From an optimization exercise on the open Yosys and OpenROAD flow, aimed at small area, a short achievable clock period and few clock cycles per item; shortcuts taken in it are not production practice.
Only simulation tests tie the RTL to the original design; equivalence was not proved.
Power figures rest on the tool's default switching activity, not on a simulated workload.

run 1:
==> flow/design.v <==
package mada_pkg;
  localparam int WINDOW_SIZE_DEFAULT = 20;
  localparam int SAMPLE_W            = 12;
  localparam int PERIOD_W            = 8;
  localparam int CFG_INDEX_W         = 4;
  localparam int CFG_DATA_W          = 12;
endpackage
module moving_average_deviation_alarm #(
  parameter int WINDOW_SIZE = mada_pkg::WINDOW_SIZE_DEFAULT
) (
  input  logic        clk,
  input  logic        rst,
  input  logic        in_valid,
  output logic        in_stall,
  input  logic [11:0] sample,
  output logic        out_valid,
  input  logic        out_stall,
  output logic [11:0] average,
  output logic [11:0] deviation,
  output logic        alarm,
  output logic        report_due,
  output logic        initialized,
  input  logic        cfg_valid,
  output logic        cfg_ready,
  input  logic [3:0]  cfg_index,
  input  logic [11:0] cfg_data
);
  localparam logic [351:0] DIV_HI = 352'b1100011001011000000000101110010111011001100110101100100101001100101010000000010011001011100100110011000110010010000110010100000000000111100101101110011001011011001000110011001001100000000010110010110101001100101001100100010001100100100000000000111001011001100110010010110010000100110010001000000000001100101100010011001000011001000000011001000000000000;
  localparam logic [191:0] DIV_LO = 192'b110001110000101100101011101010101001101000100100100011100010100001100000011100011011011010011001011000010100010011010010010001010000001100001011001010001001001000000100000011000010000001000000;
  localparam logic [255:0] DIV_C = 256'b0000000000000000000000000000000000000000000000000000000000000000000000000000000000000000000000000000000000001011101010011000010000000000000010101001100001000011000000000000100110000100001100100000000000001000010000110010000100000000000001000011001000010000;
  logic [11:0] thr, vlo, vhi;
  logic [7:0]  per;
  assign cfg_ready = 1'b1;
  always_ff @(posedge clk) begin
    if (rst) begin
      thr <= 12'd32;
      vlo <= 12'd16;
      vhi <= 12'd1600;
      per <= 8'd10;
    end else if (cfg_valid) begin
      case (cfg_index)
        4'd0: thr <= cfg_data;
        4'd1: vlo <= cfg_data;
        4'd2: vhi <= cfg_data;
        4'd3: per <= cfg_data[7:0];
        default: ;
      endcase
    end
  end
  logic        adv, acc;
  logic        skid_v;
  logic [11:0] skid_d;
  logic [11:0] in_w, sbi;
  logic [10:0] dhi;
  logic [5:0]  dli;
  assign adv      = !(out_valid && out_stall);
  assign in_stall = skid_v;
  assign acc      = in_valid && !skid_v;
  always_ff @(posedge clk) begin
    if (rst) skid_v <= 1'b0;
    else     skid_v <= !adv && (skid_v || acc);
  end
  always_ff @(posedge clk) begin
    if (!skid_v) skid_d <= sample;
  end
  assign in_w = skid_v ? skid_d : sample;
  assign sbi  = {~in_w[11], in_w[10:0]};
  assign dhi  = DIV_HI[11*sbi[11:7] +: 11];
  assign dli  = DIV_LO[6*sbi[6:2] +: 6];
  logic        v0;
  logic [11:0] s0;
  logic [7:0]  qh0;
  logic [2:0]  rh0, lq0, lr0;
  logic [3:0]  dc;
  logic        junkq;
  logic [7:0]  q0;
  logic [4:0]  r0;
  logic        inr0;
  always_ff @(posedge clk) begin
    if (rst) v0 <= 1'b0;
    else if (adv) v0 <= skid_v || acc;
  end
  always_ff @(posedge clk) begin
    if (adv) begin
      s0  <= in_w;
      qh0 <= dhi[10:3];
      rh0 <= dhi[2:0];
      lq0 <= dli[5:3];
      lr0 <= dli[2:0];
    end
  end
  assign dc = DIV_C[4*{rh0, lr0} +: 4];
  assign {q0, junkq} = {qh0, dc[3]} + {5'd0, lq0, dc[3]};
  assign r0 = {dc[2:0], s0[1:0]};
  logic [4:0]        rtail_n;
  logic signed [5:0] dr0;
  assign dr0  = $signed({1'b0, r0}) - $signed({1'b0, rtail_n});
  assign inr0 = ($signed(s0) > $signed(vlo)) && ($signed(s0) < $signed(vhi));
  logic        v1, inr1;
  logic [7:0]  q1;
  logic [4:0]  r1;
  logic signed [5:0] dr1;
  logic [11:0] s1;
  always_ff @(posedge clk) begin
    if (rst) v1 <= 1'b0;
    else if (adv) v1 <= v0;
  end
  always_ff @(posedge clk) begin
    if (adv) begin
      q1   <= q0;
      r1   <= r0;
      dr1  <= dr0;
      s1   <= s0;
      inr1 <= inr0;
    end
  end
  logic [7:0]        wq [0:19];
  logic [4:0]        wr [0:19];
  logic [4:0]        kcnt;
  logic              kfull;
  logic              filled;
  logic [4:0]        R;
  logic              fill, upd, push;
  logic [7:0]        qt_n;
  logic signed [6:0] rx;
  logic              cp, cn;
  logic [4:0]        rn;
  logic [8:0]        x1;
  assign fill  = v1 && !filled && inr1;
  assign upd   = v1 && filled;
  assign push  = adv && v1;
  assign qt_n    = fill ? q1 : (kfull ? wq[18] : wq[19]);
  assign rtail_n = !v1 ? wr[19] : (fill ? r1 : (kfull ? wr[18] : wr[19]));
  assign rx    = $signed({2'b0, R}) + 7'(dr1);
  assign cn    = rx[6];
  assign cp    = !rx[6] && (rx >= 7'sd20);
  assign rn    = cn ? 5'(rx + 7'sd20) : (cp ? 5'(rx - 7'sd20) : rx[4:0]);
  logic [8:0]        xm, x0;
  logic              junkx;
  assign xm    = {1'b0, q1} + {1'b1, ~wq[19]};
  assign {x0, junkx} = {1'b0, q1, 1'b1} + {1'b1, ~wq[19], 1'b1};
  assign x1    = cn ? xm : x0;
  always_ff @(posedge clk) begin
    if (push) begin
      wq[0] <= q1;
      wr[0] <= r1;
      for (int i = 1; i < 19; i++) begin
        wq[i] <= wq[i-1];
        wr[i] <= wr[i-1];
      end
      wq[19] <= qt_n;
      wr[19] <= rtail_n;
    end
  end
  always_ff @(posedge clk) begin
    if (rst) filled <= 1'b0;
    else if (adv && fill) filled <= 1'b1;
  end
  always_ff @(posedge clk) begin
    if (adv) begin
      if (fill) begin
        kcnt  <= 5'd0;
        kfull <= 1'b0;
        R     <= 5'd0;
      end else if (upd) begin
        R <= rn;
        if (!kfull) kcnt <= kcnt + 5'd1;
        if (kcnt == 5'd18) kfull <= 1'b1;
      end
    end
  end
  logic        v2, fill2, upd2, cp2;
  logic [8:0]  x2;
  logic [11:0] s2;
  logic [11:0] Q, qn, qu;
  logic        junkqu;
  assign {qu, junkqu} = {Q, cp2} + {{3{x2[8]}}, x2, cp2};
  assign qn = fill2 ? {~s2[11], s2[10:0]} : (upd2 ? qu : Q);
  always_ff @(posedge clk) begin
    if (rst) v2 <= 1'b0;
    else if (adv) v2 <= v1;
  end
  always_ff @(posedge clk) begin
    if (adv) begin
      fill2 <= fill;
      upd2  <= upd;
      x2    <= x1;
      cp2   <= cp;
      s2    <= s1;
    end
  end
  always_ff @(posedge clk) begin
    if (adv) begin
      Q <= qn;
    end
  end
  logic        v3, upd3, fill3, corr;
  logic [11:0] s3;
  logic [12:0] nsb3;
  always_ff @(posedge clk) begin
    if (rst) v3 <= 1'b0;
    else if (adv) v3 <= v2;
  end
  always_ff @(posedge clk) begin
    if (adv) begin
      upd3  <= upd2;
      s3    <= s2;
      nsb3  <= 13'd0 - {1'b0, ~s2[11], s2[10:0]};
      fill3 <= fill2;
      corr  <= !qn[11] && (R != 5'd0);
    end
  end
  logic        zero, thr0, junk0, junk1, junk2, junk3;
  logic [11:0] sb3, avgb;
  logic [12:0] dpos, dng;
  logic [11:0] dev;
  logic [13:0] ua, ub, uc, s1v, c1v, t1;
  logic [13:0] va, vb, vc, s2v, c2v, t2;
  assign sb3  = {~s3[11], s3[10:0]};
  assign avgb = Q + {11'd0, corr};
  assign {dpos, junk0} = {1'b0, sb3, 1'b1} + {1'b1, ~Q, !corr};
  assign {dng, junk3}  = {1'b0, Q, corr} + {nsb3, corr};
  assign thr0 = (thr == 12'd0);
  assign zero = !upd3 || (s3 == 12'd0) || (Q == 12'h800 && !corr) || (Q == 12'h7FF && corr);
  assign dev  = zero ? 12'd0 : (dpos[12] ? dng[11:0] : dpos[11:0]);
  assign ua  = {2'b00, sb3};
  assign ub  = {2'b11, ~Q};
  assign uc  = {2'b11, ~thr};
  assign s1v = ua ^ ub ^ uc;
  assign c1v = (ua & ub) | (ua & uc) | (ub & uc);
  assign {t1, junk1} = {s1v, 1'b1} + {c1v[12:0], !corr, 1'b1};
  assign va  = {2'b00, Q};
  assign vb  = {nsb3[12], nsb3};
  assign vc  = {2'b11, ~thr};
  assign s2v = va ^ vb ^ vc;
  assign c2v = (va & vb) | (va & vc) | (vb & vc);
  assign {t2, junk2} = {s2v, corr} + {c2v[12:0], 1'b1, corr};
  logic [7:0] cnt;
  logic       rep;
  assign rep = (cnt >= per);
  always_ff @(posedge clk) begin
    if (rst) cnt <= 8'd0;
    else if (adv && v3) cnt <= rep ? 8'd1 : cnt + 8'd1;
  end
  always_ff @(posedge clk) begin
    if (rst) out_valid <= 1'b0;
    else if (adv) out_valid <= v3;
  end
  always_ff @(posedge clk) begin
    if (adv) begin
      average     <= upd3 ? (avgb ^ 12'h800) : 12'd0;
      deviation   <= dev;
      alarm       <= thr0 || (!zero && (!t1[13] || !t2[13]));
      report_due  <= rep;
      initialized <= upd3 || fill3;
    end
  end
endmodule
==> flow/config.mk <==
export PLATFORM = sky130hd
export DESIGN_NAME = moving_average_deviation_alarm
export DESIGN_NICKNAME = moving_average_deviation_alarm
export VERILOG_FILES = /design/flow/design.v
export SDC_FILE = /design/flow/constraint.sdc
export NUM_CORES = 4
export LEC_CHECK = 0
export CAP_MARGIN = 20
export CORE_MARGIN = 2
export CORE_UTILIZATION = 65
export CTS_CLUSTER_DIAMETER = 80
export CTS_CLUSTER_SIZE = 30
export SETUP_SLACK_MARGIN = 2.7
export SLEW_MARGIN = 20
==> flow/constraint.sdc <==
create_clock -name core_clock -period 5.5 [get_ports {clk}]
set_input_delay 1.1000 -clock core_clock [delete_from_list [all_inputs] [get_ports {clk}]]
set_output_delay 1.1000 -clock core_clock [all_outputs]
set_load 0.01 [all_outputs]
run.sh (not shown) runs the stock make flow with config.mk's settings and CLKGATE_MAP_FILE= SYNTH_SCRIPT=/design/flow/synth_recipe.tcl, a recipe that flattens the netlist after the stock synthesis.
Testbench counts of run 1, summed over its fixed seeds: cycles 3,240, items 3,200.
The inputs of run 2 differ from those of run 1 as listed below.
Settings: a change of CORE_UTILIZATION from 65 to 72.
==> flow/flow/run.sh (new file) <==
#!/bin/bash
# The standard layout (standard.sh: ORFS synthesis to finish), except that
# buffer_ports puts sky130_fd_sc_hd__buf_2 cells on the input and output ports
# instead of its default choice (sky130_fd_sc_hd__clkdlybuf4s50_1).
# make's full output goes to standard.log; ORFS keeps each step's log under
# orfs/logs/.
set -o pipefail
export BUFFER_PORTS_ARGS="-buffer_cell sky130_fd_sc_hd__buf_2"
bash standard.sh > standard.log 2>&1
==> flow/standard.sh (new file) <==
#!/bin/bash
# synth_recipe.tcl (not shown) runs the flow's synth.tcl, then flattens the netlist and writes it again
# the make line also repeats each setting of config.mk as NAME=value (left out here)
make -C /OpenROAD-flow-scripts/flow DESIGN_CONFIG=/design/flow/config.mk WORK_HOME=/design/flow/orfs CLKGATE_MAP_FILE= SYNTH_SCRIPT=/design/flow/synth_recipe.tcl "${@:-finish}"
removed: flow/run.sh
==> summary.txt <==
- Run 2 vs run 1: chip height down by a few percent
- Run 2 reports its capturing element of the worst setup path as deviation[10] while run 1 reports deviation[11].
- From run 1 to run 2 the numbers moved as follows: portion of total power attributed to the clock network decreased by 0.8 points relative to the old numbers, count of plain and timing-repair buffers in the layout decreased by 16 relative to the old numbers.
--- input diff run 2..run 3 ---
Settings: swapping 72 for 65 in CORE_UTILIZATION.
## What came out
On hold slack, run 2 and run 3 are neck and neck.
Final area ends up higher on run 3.
The flow did not stop early for run 3: all stages ran, and the layout cleared the timing, DRC and antenna checks.
Delta (run 3 minus run 2): share of final layout cell area taken by non-clock buffers about even; fraction of power consumed by combinational cells fell 0.5 points; wire length on met1 rose about 5%; power rose 1.6%; routed wire length fell about 2.5%.
Setup changes, run 3 to run 4
Settings: swapping 80 for 70 in CTS_CLUSTER_DIAMETER; swapping 30 for 25 in CTS_CLUSTER_SIZE.
Findings:
Flip-flop and latch share of the layout cell area, run 4 and run 3, lower one = run 4. Global-route wire length before repair (lower): run 3. Side by side, clock share of power turned out higher in run 4 than in run 3. In the reports for run 4 and run 3, the larger critical path depth belongs to run 4.

-- static timing again, ports no longer ideal --
In the flow no input, the clock included, has a driving cell. The finished layouts below were timed again as built, in two steps.
Step 1, drivers: a clkbuf_16 drives clk and a buf_2 each remaining input, both assumed.
Step 2 times the ports against the registers' clock, not the clock port: input delays grow and output delays shrink by t, the midpoint of the rising clock arrivals with the driver on.
Three values: no drivers, after step 1, after step 2; two values: the first two.
| run | t, ns | slack for setup (ns) | worst hold slack (ns) | worst register clock-pin slew, ns |
|---|---|---|---|---|
| run 1 | 0.595 | 2.712 / 2.712 / 2.188 | 0.417 / 0.417 / 0.417 | 0.11 / 0.11 |
| run 2 | 0.589 | 2.706 / 2.706 / 2.165 | 0.419 / 0.419 / 0.419 | 0.11 / 0.11 |
| run 3 | 0.627 | 2.755 / 2.755 / 2.296 | 0.417 / 0.417 / 0.417 | 0.11 / 0.11 |
| run 4 | 0.637 | 2.750 / 2.750 / 2.317 | 0.415 / 0.415 / 0.415 | 0.10 / 0.10 |
After both steps every run listed still meets setup and hold. The setup slack of run 2, which loses most, moves by 0.000 ns with the drivers and by -0.541 ns with both steps.
